This design comes from an exercise in tuning for small area, a short achievable clock period and few clock cycles per item on the open sky130 flow, not from production work. Function was checked by simulation only, so behaviour that the tests miss may differ from the original.

==> flow/design.v, too long to show whole: its modules and the start of the top module <==
// module multi_dataflow_core: 1898 lines
// module mdf_fa: 10 lines
// module mdf_ha: 9 lines
module multi_dataflow_core (
  input  logic        ap_clk,
  input  logic        ap_rst,
  input  logic [31:0] in0_data,
  output logic        in0_full_n,
  input  logic        in0_write,
  input  logic [31:0] in1_data,
  output logic        in1_full_n,
  input  logic        in1_write,
  output logic [31:0] out0_data,
  input  logic        out0_full_n,
  output logic        out0_write,
  output logic [31:0] out1_data,
  input  logic        out1_full_n,
  output logic        out1_write,
  input  logic [7:0]  ID
);
  // ...
==> flow/flow/run.sh <==
#!/bin/bash
# The standard layout, with the smallest plain buffers (buf_1) rather than the default delay-cell
# buffers on the ports, and timing repair aimed at 5.1 ns of setup slack. Make's full output
# goes to standard_flow.log in the work folder.
set -euo pipefail
bash standard.sh "BUFFER_PORTS_ARGS=-buffer_cell sky130_fd_sc_hd__buf_1" SETUP_SLACK_MARGIN=5.1 finish > standard_flow.log 2>&1
==> flow/standard.sh <==
#!/bin/bash
# synth_recipe.tcl (not shown) runs the flow's synth.tcl, then flattens the netlist and writes it again
# the make line also repeats each setting of config.mk as NAME=value (left out here)
make -C /OpenROAD-flow-scripts/flow DESIGN_CONFIG=/design/flow/config.mk WORK_HOME=/design/flow/orfs CLKGATE_MAP_FILE= SYNTH_SCRIPT=/design/flow/synth_recipe.tcl "${@:-finish}"
==> flow/config.mk <==
export PLATFORM = sky130hd
export DESIGN_NAME = multi_dataflow_core
export DESIGN_NICKNAME = multi_dataflow_core
export VERILOG_FILES = /design/flow/design.v
export SDC_FILE = /design/flow/constraint.sdc
export NUM_CORES = 4
export LEC_CHECK = 0
export ABC_AREA = 1
export CAP_MARGIN = 20
export CORE_MARGIN = 2
export CORE_UTILIZATION = 40
export CTS_CLUSTER_DIAMETER = 100
export CTS_CLUSTER_SIZE = 24
export SLEW_MARGIN = 20
export SYNTH_HIERARCHICAL = 1
==> flow/constraint.sdc <==
create_clock -name core_clock -period 8.5 [get_ports {ap_clk}]
set_input_delay 1.7000 -clock core_clock [delete_from_list [all_inputs] [get_ports {ap_clk}]]
set_output_delay 1.7000 -clock core_clock [all_outputs]
set_load 0.01 [all_outputs]
==> summary.txt, run 1 <==
STA
  – Tmin final: 3.49 ns
  – Worst slew margin: 0.320
  – Worst Clk Skew: 0.0265 ns
  – Slew @ Worst Pin: slightly above 1 ns

Worst setup path
  – CP startpoint kind: flop
  – Worst Path Max Fanout: 5
  – Reg2Reg Depth: 9
  – Arrival @ worst endpoint: approximately 3.8 ns
  – CP Capture Type: flop
  – CP max stage delay: 0.56 ns

Layout
  – # nets final: 2806
  – Area occupied by multi-input gates: around 13000 um2
  – Commonest non-fill, non-tap cell in the layout: nand2_1
  – Seq area share: 0.363
  – Most frequent cells in the layout: nand2_1 (381), xor2_1 (255), o22ai_1 (249)

Worst hold path
  – Hold path startpoint: bi1$_DFF_P_
  – Hold depth: 0

Detailed routing
  – DR iter-0 viols: approximately 1400
  – Drt wl/cell: between 20 and 25 um

Logic synthesis
  – Top cells by area, synth: edfxtp_1 (27%), fa_1 (18%), dfxtp_1 (12%), xor2_1 (9.3%), o22ai_1 (6.6%)
  – Top-count cell post-synth: nand2_1
  – Xor/xnor cell area share of the yosys netlist: 0.106
  – Simple-Gate Fraction of Synth Area: 0.107

GRT
  – Met3 usage: 0.0354

Clock tree
  – Clk slew on worst S/H paths: 0.10 ns

Floorplan
  – Die H: approximately 250 um
  – Core box area: a little under 60000 um2
  – Starting density of the core: 0.406

Outcome
  – Status: finished clean
Testbench counts, summed over its fixed seeds: cycles 8,288, items 8,192.
==> inputs of run 2 (changes only) <==
==> flow/flow/run.sh (replaced) <==
#!/bin/bash
# The standard layout, with the smallest plain buffers (buf_1) rather than the default delay-cell
# buffers on the ports, and timing repair aimed at 5.25 ns of setup slack. Make's full output
# goes to standard_flow.log in the work folder.
set -euo pipefail
bash standard.sh "BUFFER_PORTS_ARGS=-buffer_cell sky130_fd_sc_hd__buf_1" SETUP_SLACK_MARGIN=5.25 finish > standard_flow.log 2>&1
==> run 2 against run 1 <==
Compared with the run above:
- clock skew is 0.0024 ns lower
- synthesized cell count stayed put
- highest routed layer is now met5
- hold slack better by 0.0080 ns
- global-route usage is 0.41 points higher
- critical path depth is 1 lower
- design area is 1.1% higher
- worst setup slack better by 0.12 ns
- synthesized area stayed put
- largest cell class unchanged
- still clean on timing, DRC and antenna
- utilization is 0.51 points higher
==> summary.txt, run 2 <==
Worst hold path
  – Min-Delay Path Class: reg2reg

Logic synthesis
  – Top cells by area, synth: edfxtp_1 (27%), fa_1 (18%), dfxtp_1 (12%), xor2_1 (9.3%), o22ai_1 (6.6%)
  – Sequential area share after synthesis: 0.402
  – Dominant cell type by area after synthesis: edfxtp_1
  – Seq cells post-synth: 373
  – Post-synth EDFFs: 216
  – Top-count cell post-synth: nand2_1
  – Yosys top cell area share: 0.269
  – Synth warn: 7
  – Synth unique cells: between 40 and 50
  – Post-synth ARST share: 0.0268
  – Ys flop type: edfxtp_1
  – Netlist Area Pre-Place: 24100 um2
  – Cells after Synth: 2310
  – Syn_area_per_cell: 10.4 um2
  – Most common library cells after synthesis: nand2_1 (391), xor2_1 (257), o22ai_1 (254)
  – Net count after synthesis: about 2700

Clock tree
  – CTS Sinks: between 300 and 400
  – Post-CTS Hold Fix Bufs: 0
  – CTS tree: done
  – CTS root buf: clkbuf_16
  – Max Root-Sink Buffers: 3
  – Total CTS buffers: 20
  – Worst-Skew Late Latency: 0.58 ns
  – Clk slew on worst S/H paths: 0.10 ns (about the same)
  – H-tree depth: 1

Layout
  – Post-Layout Cell Count: 3224
  – Most frequent cells in the layout: nand2_1 (379), xor2_1 (257), o22ai_1 (248)
  – Area occupied by multi-input gates: 13400 um2 (+1.1%)
  – Largest register FFs: 120
  – FF/Latch Area: a little under 10000 um2
  – # nets final: 2820 (+0.50%)
  – # fillers: 5493
  – Share of layout cells above drive strength 1: 0.136
  – Final Cell Area: 27000 um2
  – Commonest non-fill, non-tap cell in the layout: nand2_1
  – Synthesis-to-finish area growth: 12.1%
  – Top reg by flops: s1_q

Placement
  – Count of buffers from port buffering: 145
  – DP Area: 25400 um2
  – HPWL Detailed: 45900 um
  – GPL Wtd Cong: 0.879
  – Inst Count DP: 3121

Worst setup path
  – CP Capture Type: flop
  – Most common cell on crit path: fa_1
  – Crit Path Class: reg2reg
  – CP top delay family: adder cells
  – Arrival @ worst endpoint: 3.67 ns (-0.12 ns)
  – Worst Path Buf+Inv: 2
  – CP max stage delay: 0.55 ns (about the same)
  – Worst path slowest cell: fa_1
  – CP required: 8.81 ns
  – Crit path cell chain: clkinv_1 > buf_4 > o22ai_2 > xor2_1 > fa_1 > fa_1 > fa_1 > fa_2
  – CP startpoint kind: flop
  – Worst Path Max Fanout: 27 (+22)

Detailed routing
  – Drt wl/cell: 20.6 um (+1.3%)
  – Via count: 17495
  – Final ANT Viol Nets: 0
  – Residual DRC count: 0
  – First drt pass iteration count: 5
  – WL final: 66400 um
  – Vias per std cell: 5.43
  – DR iter-0 viols: 1591 (+12%)

STA
  – Worst slew margin: 0.356 (+0.0357)
  – Max Freq: 0.297 GHz
  – Unrepaired setup endpoints after global routing: yes
  – Setup TNS: 0 ns
  – Final period util: 0.396
  – Number of hold violations in the final report: 0
  – Setup violators final: 0
  – Slew @ Worst Pin: 0.965 ns (-0.0534 ns)
  – Final slew viol count: 0
  – Tmin final: 3.36 ns (-0.124 ns)
  – Worst Clk Skew: 0.0241 ns (-0.00238 ns)

Floorplan
  – # IOs: about 150
  – Starting density of the core: 0.406 (unchanged)
  – Core box area: 59400 um2 (unchanged)
  – Rows: 89
  – Die H: 249 um (unchanged)
  – Die area: 62200 um2
  – Die width: between 200 and 250 um

Run
  – Max-capacitance violation count: 0

GRT
  – Largest net degree at the start of global routing: 71
  – Initial antenna violation count: 1
  – First-pass GRT wire length: 103000 um
  – All-Layer GR Usage: 0.209
  – Vias in the first global route: 17768
  – GRT overflow: 0

Outcome
  – Status: finished clean
## run 2: cell count changes in the layout (fill, tap and decap cells not counted), moves of 3 or more
cell / previous run / this run
buf_4: 68 / 76
buf_6: 3 / 10
ha_1: 91 / 84
ha_4: 0 / 6
dfxtp_1: 142 / 137
dfxtp_4: 0 / 4
fa_1: 213 / 209
fa_2: 2 / 6
clkinv_4: 0 / 3
o22ai_4: 0 / 3
## run 2: worst reg2reg max path, stage by stage (launching register included)
cell	delay, ns
dfxtp_1	0.36
clkinv_1	0.07
buf_4	0.24
o22ai_2	0.19
xor2_1	0.27
fa_1	0.49
fa_1	0.49
fa_1	0.55
fa_2	0.44
## run 2: final timing paths
check / slack, ns / endpoint / depth (start not counted) / startpoint
setup / recovery: 5.14 / s1_q[109]$_DFFE_PN_ / 8 / bo[2]$_DFF_P_
hold / removal: 0.42 / s1_q[0]$_DFFE_PN_ / 0 / bn0x$_DFF_P_
setup reg to reg: 5.14 / s1_q[109]$_DFFE_PN_ / 8 / bo[2]$_DFF_P_
hold reg to reg: 0.42 / s1_q[0]$_DFFE_PN_ / 0 / bn0x$_DFF_P_
max in group asynchronous: 6.92 / o1v$_DFFE_PN0N_ / 1 / ap_rst
min in group asynchronous: 1.14 / sv_a$_DFF_PN0_ / 1 / ap_rst
## run 2: per-module statistics from Yosys (local to each module, per instance)
| module | copies in the design | area, um2 |
|---|---|---|
| multi_dataflow_core | 1 | 19500 |
| mdf_ha | 30 | 12.5 |
| mdf_fa | 210 | 20.0 |
## run 2: layout make-up
class | instances | share of cell area
Inverter | 205 | 0.0317
Antenna cell | 1 | 0.0000926
Multi-Input combinational cell | 1592 | 0.496
Clock buffer | 32 | 0.0210
Timing Repair Buffer | 241 | 0.0539
Clock inverter | 4 | 0.00185
Timing Repair inverter | 3 | 0.000556
Sequential cell | 373 | 0.359
Tap cell | 773 | 0.0358
## run 2: logic make-up after synthesis
group,synth area share
compound gates,0.104
xor+xnor,0.106
fa+ha+maj,0.226
buf+inv,0.0563
flops,0.402
simple gates,0.107
## run 2: what timing repair did
action | 4_1_cts | 5_1_grt
buffers inserted | 37 | 20
endpoints found under the setup margin | 105 | 62
gates resized for setup | 67 | 48
gates cloned | 6 | 3
pin swaps | 8 | 36
## run 2: stage by stage
stage          setup WS [ns]  hold slack [ns]   util
6_report                5.14            0.421  0.455
5_1_grt                 5.06            0.437  0.455
4_1_cts                 5.17            0.420  0.448
3_5_place_dp            4.40            0.399  0.428
3_3_place_gp            4.46            0.396  0.428
2_1_floorplan           4.60            0.386      -
## run 2: layer usage
metal / GRT usage / wire length [um] / part of all wire / up-vias
li1: - / - / - / 8004
met1: 0.296 / 29600 / 0.44 / 8585
met2: 0.327 / 29600 / 0.45 / 773
met3: 0.0411 / 5330 / 0.080 / 131
met4: 0.0577 / 1890 / 0.029 / 2
met5: 0 / 8 / 0.00012 / -

afterwards: timing with drivers on the ports:
The flow's constraints put no driver on any port. The routed layouts listed below were extracted and timed again, unchanged, in two steps.
Step 1: set_driving_cell puts a clkbuf_16 on ap_clk and a buf_2 on each other input, an assumption about the parent block.
Step 2 also shifts input and output timing later by t, the mid clock arrival at the registers, as if the neighbouring blocks saw the same clock.
Three values: no drivers, after step 1, after step 2; two values: the first two.
run	t (ns)	setup WS [ns]	hold WS [ns]	slew at the worst register clock pin (ns)	cell pins on the clock port's net
run 1	0.617	5.012 / 5.012 / 4.782	0.413 / 0.413 / 0.413	0.10 / 0.10	1
run 2	0.621	5.136 / 5.136 / 4.918	0.421 / 0.421 / 0.421	0.10 / 0.10	1
After both steps every run listed still meets setup and hold. The setup slack of run 1, which loses most, moves by 0.000 ns with the drivers and by -0.230 ns with both steps.
